Context: an optimization exercise on an open-source flow, tuned for small area, a short achievable clock period and few clock cycles per item. The choices shown serve that exercise and are no tape-out recipe.
Power and IR drop assume default switching activity.

Setup of delta:
// lookup_cache_top
module lookup_cache_top (
    input  wire                      clk,
    input  wire                      rst,
    input  wire                      req_valid_i,
    input  wire  [20+(3 + 1 + 5 + 4)-1:0] req_i,
    output logic                     req_ready_o,
    output logic                     rsp_valid_o,
    output logic [20+(3 + 1 + 5 + 4)-1:0] rsp_o,
    input  wire                      rsp_ready_i,
    output logic                     c2a_vld_o,
    output logic [20-1:0]   c2a_info_o,
    output logic [10-1:0] c2a_req_id_o,
    input  wire                      a2c_rdy_i,
    input  wire                      a2c_rsp_vld_i,
    input  wire  [10-1:0] a2c_rsp_id_i,
    input  wire  [20-1:0]   a2c_rslt_i
);
    localparam int KW = 20;
    localparam int RW = 20;
    localparam int MW = (3 + 1 + 5 + 4);
    localparam int NE = 16;
    localparam int EW = 4;
    localparam int NS = 4;
    localparam int SW = 2;
    logic          sv_q, tv_q, ready_q;
    logic [KW-1:0] skey_q, tkey_q;
    logic [MW-1:0] smeta_q, tmeta_q;
    logic [NE-1:0] tm_q;             
    logic          thv_q, thp_q;     
    logic [NE-1:0] kv_q;             
    logic [NE-1:0] cv_q;             
    logic [KW-1:0] key_q  [NE];
    logic [RW-1:0] rslt_q [NE];
    logic [EW-1:0] ptr_q;            
    logic [NS-1:0] busy_q;
    logic [NS-1:0] rdy_q;            
    logic [EW-1:0] ent_q  [NS];
    logic [MW-1:0] meta_q [NS];
    logic          qv_q;
    logic [SW-1:0] qslot_q;
    logic [NE-1:0] qent_q;
    logic          av_q;
    logic [SW-1:0] aid_q;
    logic [RW-1:0] ard_q;
    logic          cvld_q;
    logic [KW-1:0] ckey_q;
    logic [SW-1:0] cid_q;
    logic          ov_q;
    logic [RW-1:0] ores_q;
    logic [MW-1:0] ometa_q;
    logic [NS-1:0] free_vec;
    logic [SW-1:0] fsel;
    logic          any_free;
    always_comb begin
        fsel = '0;
        for (int s = NS - 1; s >= 0; s--) begin
            if (!busy_q[s]) fsel = SW'(s);
        end
    end
    assign free_vec = ~busy_q;
    assign any_free = |free_vec;
    logic lk_ptr;
    always_comb begin
        lk_ptr = 1'b0;
        for (int s = 0; s < NS; s++) begin
            if (busy_q[s] && ent_q[s] == ptr_q) lk_ptr = 1'b1;
        end
    end
    logic o_free, c_free, t_miss;
    assign o_free = !ov_q || rsp_ready_i;
  ...
export LEC_CHECK = 0
export CAP_MARGIN = 20
export CORE_MARGIN = 2
export CORE_UTILIZATION = 40
export SETUP_SLACK_MARGIN = 4.5
export SLEW_MARGIN = 20
create_clock -name core_clock -period 7.5 [get_ports {clk}]
standard.sh (not shown) runs the stock make flow with config.mk's settings and CLKGATE_MAP_FILE= SYNTH_SCRIPT=/design/flow/synth_recipe.tcl, a recipe that flattens the netlist after the stock synthesis.
==> flow/flow/run.sh <==
#!/bin/bash
# The standard layout, with plain buffers (buf_2) on the ports in place
# of the delay buffers buffer_ports picks by default. Everything else is the
# standard flow. The tool output goes to standard_flow.log here.
set -euo pipefail
export BUFFER_PORTS_ARGS="-buffer_cell sky130_fd_sc_hd__buf_2"
bash standard.sh > standard_flow.log 2>&1
The flow did not stop early for delta: all stages ran, and the layout cleared the timing, design-rule and antenna checks.
Edits applied to the flow inputs when going from delta to juniper:
==> flow/run.sh (new file) <==
#!/bin/bash
# synth_recipe.tcl (not shown) runs the flow's synth.tcl, then flattens the netlist and writes it again
# the make line also repeats each setting of config.mk as NAME=value (left out here)
make -C /OpenROAD-flow-scripts/flow DESIGN_CONFIG=/design/flow/config.mk WORK_HOME=/design/flow/orfs CLKGATE_MAP_FILE= SYNTH_SCRIPT=/design/flow/synth_recipe.tcl finish
-- flow/config.mk --
<<< delta, line 6
export NUM_CORES = 4
export LEC_CHECK = 0
export CAP_MARGIN = 20
export CORE_MARGIN = 2
export CORE_UTILIZATION = 40
export SETUP_SLACK_MARGIN = 4.5
export SLEW_MARGIN = 20
>>> juniper, line 6
export NUM_CORES = 4
export LEC_CHECK = 0
export ABC_CLOCK_PERIOD_IN_PS = 2800
export CAP_MARGIN = 20
export CORE_MARGIN = 2
export CORE_UTILIZATION = 40
export SETUP_SLACK_MARGIN = 4.6
export SLEW_MARGIN = 20
removed: flow/flow/run.sh
removed: flow/standard.sh
Die boundary width came out exactly the same in delta and juniper. The share of the final layout cell area in sequential cells in juniper sits 3.0 points below the value recorded for delta. Row detailed-placement wirelength estimate: juniper higher / delta lower. Per the comparison of juniper with delta, cell area after layout picked up an extra 5.1%; final cell count picked up an extra 103. Looking at delta and juniper, the setup slack on the worst flop-to-flop path is a wash. Layout-stage area growth over the synthesis result (higher): juniper. Looking at delta and juniper, the sequential power is a wash. A endpoint of the worst setup timing path of thv_q is what juniper shows, while thp_q belongs to delta. Looking at part of the cycle the worst path needs across delta and juniper, the one that comes out lower is juniper.
No functional check of the RTL was part of any run of this note.

-- static timing again, ports no longer ideal --
No port has a modelled driver above. Below, the same layouts with a new extraction and two added sets of constraints.
Step 1 assumes that a clkbuf_16 drives the clock port and a buf_2 every other input.
Step 2 also shifts input and output timing later by t, the mid clock arrival at the registers, as if the neighbouring blocks saw the same clock.
Three values: no drivers, after step 1, after step 2; two values: the first two.
| run | t, ns | setup WS [ns] | cell pins on the clock port's net |
|---|---|---|---|
| delta | 0.734 | 4.305 / 4.338 / 3.615 | 1 |
| juniper | 0.742 | 4.323 / 4.330 / 3.610 | 1 |
After both steps setup and hold are still met in every run listed. The setup slack of juniper, which loses most, moves by +0.007 ns with the drivers and by -0.713 ns with both steps.
